This is an optimization exercise on Yosys and OpenROAD, whose aim is small area, a short achievable clock period and few clock cycles per item, not a production implementation.
The RTL was checked by simulation tests, not by an equivalence proof against the original design.

==> run X <==
==> flow/design.v (excerpt) <==
module cordic_top (
    input  logic               clk,
    input  logic               rst,
    input  logic               valid_in,
    input  logic [31:0]        angle_ieee754,
    output logic signed [15:0] sin_ieee754,
    output logic signed [15:0] cos_ieee754,
    output logic               valid,
    output logic signed [2:0]  flip_out
);
    logic       armed_q, s1_q, it_q, post_q, valid_q;
    logic [2:0] p_q;                   
    logic       idle, go;
    assign idle = ~(s1_q | it_q | post_q);
    assign go   = valid_in & armed_q & idle;
    logic [7:0]  w_e;
    logic        w_ok, w_neg;
    logic        w_inr;
    logic [25:0] w_mm, w_fix;
    logic [48:0] w_base;
    logic [8:0]  w_h;
    logic [3:0]  w_Q;
    logic [5:0]  w_rh;
    logic [22:0] w_r;
    logic [9:0]  w_c [0:11];
    logic [11:0] w_ge, w_oh;
    always_comb begin
        w_e   = angle_ieee754[30:23];
        w_ok  = (w_e != 8'd0) && (w_e < 8'd137);
        w_neg = angle_ieee754[31] & w_ok;
        w_mm  = {1'b1, angle_ieee754[22:0], 2'b00};     
        w_inr  = w_e[7] ? (w_e[6:0] <= 7'd8) : (w_e[6:0] >= 7'd110);
        w_base = w_e[7] ? {w_mm, 23'd0} : {32'd0, w_mm[25:9]};
        w_fix  = w_inr ? 26'(w_base >> (~w_e[4:0])) : 26'd0;
        w_h   = w_fix[25:17];
        for (int k = 0; k < 12; k++) begin
            w_c[k]  = {1'b0, w_h} - 10'(45 * k);
            w_ge[k] = ~w_c[k][9];
        end
  ...
make LEC_CHECK=0 ABC_AREA=1 CAP_MARGIN=20 CORE_MARGIN=2 CORE_UTILIZATION=50 PLACE_DENSITY=0.75 SETUP_SLACK_MARGIN=4.5 SLEW_MARGIN=20 finish   # period 12.0 ns
run.sh (not shown) runs the stock make flow with config.mk's settings and CLKGATE_MAP_FILE= SYNTH_SCRIPT=/design/flow/synth_recipe.tcl, a recipe that flattens the netlist after the stock synthesis.
==> inputs of run F, as changes to run X <==
- CORE_UTILIZATION: 50 -> 40
==> comparison table <==
Die Footprint: run X 49820 µm²; run F 62040 µm²
Met2 GRT Util: run X 0.4934; run F 0.3957
Area taken by flip-flops and latches: run X 2879 µm²; run F 2863 µm²
Critical path depth: run X 22; run F 52
Worst Path Class, Setup: run X in2reg; run F reg2reg
Die H: run X 223.2 µm; run F 249.1 µm
Count of inserted antenna diode cells: run X 0; run F 1
Detailed-routed wire length on met3: run X 6137 µm; run F 4939 µm
Relative area change from synthesis to final layout: run X 10.16%; run F 10.86%
Result of the run: run X finished clean; run F finished clean
Met1 usage: run X 0.4030; run F 0.3050
Testbench counts of run X, summed over its fixed seeds: cycles 16,808, items 2,400.
Testbench counts of run F, summed over its fixed seeds: cycles 16,808, items 2,400.

---

==> inputs of 06-18 <==
Another version of the RTL of cordic_top (not shown whole).
==> flow/design.v (excerpt) <==
module cordic_top (
    input  logic               clk,
    input  logic               rst,
    input  logic               valid_in,
    input  logic [31:0]        angle_ieee754,
    output logic signed [15:0] sin_ieee754,
    output logic signed [15:0] cos_ieee754,
    output logic               valid,
    output logic signed [2:0]  flip_out
);
clock: 12.0 ns
lec_check: 0
abc_area: 1
cap_margin: 20
core_margin: 2
core_utilization: 40
setup_slack_margin: 5
slew_margin: 20
==> 12-05 (differences from 06-18) <==
--- a/flow/design.v
+++ b/flow/design.v
@@ -15,39 +15,37 @@
     logic       idle, go;
     assign idle = ~(s1_q | it_q | post_q);
     assign go   = valid_in & armed_q & idle;
     logic [7:0]  w_e;
     logic        w_ok, w_neg;
-    logic        w_inr;
     logic [25:0] w_mm, w_fix;
-    logic [48:0] w_base;
+    logic [4:0]  w_sh;
     logic [8:0]  w_h;
     logic [3:0]  w_Q;
     logic [5:0]  w_rh;
     logic [22:0] w_r;
-    logic [9:0]  w_c [0:11];
-    logic [11:0] w_ge, w_oh;
     always_comb begin
         w_e   = angle_ieee754[30:23];
         w_ok  = (w_e != 8'd0) && (w_e < 8'd137);
         w_neg = angle_ieee754[31] & w_ok;
         w_mm  = {1'b1, angle_ieee754[22:0], 2'b00};     
-        w_inr  = w_e[7] ? (w_e[6:0] <= 7'd8) : (w_e[6:0] >= 7'd110);
-        w_base = w_e[7] ? {w_mm, 23'd0} : {32'd0, w_mm[25:9]};
-        w_fix  = w_inr ? 26'(w_base >> (~w_e[4:0])) : 26'd0;
+        w_sh  = 5'(8'd136 - w_e);
+        w_fix = (w_e >= 8'd110 && w_e <= 8'd136) ? (w_mm >> w_sh) : 26'd0;
         w_h   = w_fix[25:17];
-        for (int k = 0; k < 12; k++) begin
-            w_c[k]  = {1'b0, w_h} - 10'(45 * k);
-            w_ge[k] = ~w_c[k][9];
-        end
-        w_Q  = 4'd0;
-        w_rh = 6'd0;
-        for (int k = 0; k < 12; k++) begin
-            w_oh[k] = w_ge[k] & ((k == 11) ? 1'b1 : ~w_ge[(k + 1) % 12]);
-            w_rh    = w_rh | ({6{w_oh[k]}} & w_c[k][5:0]);
-            w_Q     = w_Q | ({4{w_oh[k]}} & 4'(k));
-        end
+        if      (w_h >= 9'd495) w_Q = 4'd11;
+        else if (w_h >= 9'd450) w_Q = 4'd10;
+        else if (w_h >= 9'd405) w_Q = 4'd9;
+        else if (w_h >= 9'd360) w_Q = 4'd8;
+        else if (w_h >= 9'd315) w_Q = 4'd7;
+        else if (w_h >= 9'd270) w_Q = 4'd6;
+        else if (w_h >= 9'd225) w_Q = 4'd5;
+        else if (w_h >= 9'd180) w_Q = 4'd4;
+        else if (w_h >= 9'd135) w_Q = 4'd3;
+        else if (w_h >= 9'd90)  w_Q = 4'd2;
+        else if (w_h >= 9'd45)  w_Q = 4'd1;
+        else                    w_Q = 4'd0;
+        w_rh  = 6'(w_h - 9'(w_Q * 6'd45));
         w_r   = {w_rh, w_fix[16:0]};
     end
     logic [22:0] r_q;
     logic [2:0]  fl0_q, fl_q;          
     logic signed [15:0] w_z4;
@@ -297,35 +295,19 @@
     logic               w_ns, w_nc;
     logic signed [15:0] w_sin, w_cos;
     function automatic logic signed [15:0] round_q15(input logic [18:0] b,
                                                      input logic signed [5:0] g,
                                                      input logic n);
-        logic [20:0]        bb;
-        logic signed [5:0]  sm;
-        logic signed [7:0]  lo;
-        logic signed [14:0] hi, hc [0:2];
-        logic signed [15:0] res [0:2];
-        bb = n ? ~{2'b00, b} : {2'b00, b};
-        sm = n ? (6'sd3 - g) : (6'sd2 + g);
-        lo = {2'b00, bb[5:0]} + {{2{sm[5]}}, sm};
-        hi = bb[20:6];
-        hc[0] = hi - 15'sd1;
-        hc[1] = hi;
-        hc[2] = hi + 15'sd1;
-        for (int k = 0; k < 3; k++) begin
-            if (hc[k] >= 15'sd2048)
-                res[k] = 16'sh7FFF;
-            else if (hc[k] < -15'sd2048)
-                res[k] = 16'sh8000;
-            else
-                res[k] = {hc[k][11:0], lo[5:2]};
-        end
-        case (lo[7:6])
-            2'b11:   round_q15 = res[0];
-            2'b01:   round_q15 = res[2];
-            default: round_q15 = res[1];
-        endcase
+        logic signed [20:0] t, s;
+        t = (n ? ~{2'b00, b} : {2'b00, b}) + 21'(n ? (6'sd3 - g) : (6'sd2 + g));
+        s = t >>> 2;
+        if (s > 21'sd32767)
+            round_q15 = 16'sh7FFF;
+        else if (s < -21'sd32768)
+            round_q15 = 16'sh8000;
+        else
+            round_q15 = 16'(s);
     endfunction
     always_comb begin
         w_d14 = zu_q[15];
         w_d15 = zu_q[14];
         w_X   = x_q[17:14];
ABC_AREA = not set   (was 1)
CORE_UTILIZATION = 60   (was 40)
==> flow_metrics.env <==
export IMPL_synth_top_family_by_area="compound AO/OA/AOI/OAI gates"
export IMPL_path_buf_inv=5
export IMPL_status="finished clean"
export IMPL_dieArea_um2=36500
export IMPL_grt_util_met1=0.475
export IMPL_grt_max_degree=80
export IMPL_yosysMostFrequentCell="ha_1"
export IMPL_worstPathMaxFanout=8
export IMPL_syn_num_nets=3002
export IMPL_place_inst=3062
export IMPL_critical_path_class="reg2reg"
export IMPL_synth_cell_area_um2=21000
export IMPL_timing_rr_start="y_q[4]"
export IMPL_n_fill_cell=2607
export IMPL_synthAdderAreaFrac=0.226
-- figures above: 12-05

==> flow_metrics.env <==
export IMPL_synthAdderAreaFrac=0.189
export IMPL_timing_rr_start="p_q[2]"
export IMPL_n_fill_cell=6475
export IMPL_num_antenna_cells=0
export IMPL_synthArstFlopShare=0.317
export IMPL_dieArea_um2=62300
export IMPL_syn_num_nets=4251
export IMPL_synth_cell_area_um2=24100
export IMPL_wirelength_um=84500
export IMPL_grt_util_met1=0.366
export IMPL_worstPathMaxFanout=42
export IMPL_place_inst=4646
export IMPL_yosysMostFrequentCell="nand2_1"
export IMPL_grt_max_degree=88
export IMPL_finalMaxSlewViolations=0
export IMPL_status="finished clean"
export IMPL_path_buf_inv=6
-- figures above: 06-18

Testbench counts of 06-18, summed over its fixed seeds: cycles 19,208, items 2,400.
Testbench counts of 12-05, summed over its fixed seeds: cycles 19,208, items 2,400.

[separate check: timing with driven ports]
No port has a modelled driver above. Below, the same layouts with a new extraction and two added sets of constraints.
Step 1 sets driving cells, clkbuf_16 on the clock port and buf_2 on the other inputs (assumed; they add their load-dependent delay and slew).
Step 2 also shifts input and output timing later by t, the mid clock arrival at the registers, as if the neighbouring blocks saw the same clock.
Three values: ideal, step 1, step 2; two values: the first two.
| run | t, ns | setup WS [ns] | slew at the worst register clock pin (ns) |
|---|---|---|---|
| run X | 0.529 | 4.952 / 4.962 / 4.460 | 0.08 / 0.08 |
| run F | 0.526 | 4.839 / 4.839 / 4.352 | 0.07 / 0.07 |
| 06-18 | 0.534 | 5.381 / 5.382 / 4.873 | 0.08 / 0.08 |
| 12-05 | 0.507 | 4.740 / 4.740 / 4.702 | 0.08 / 0.08 |
After both steps setup and hold are still met in every run listed. For 06-18, which loses most, drivers alone change the setup slack by +0.001 ns; drivers and shift together by -0.508 ns.
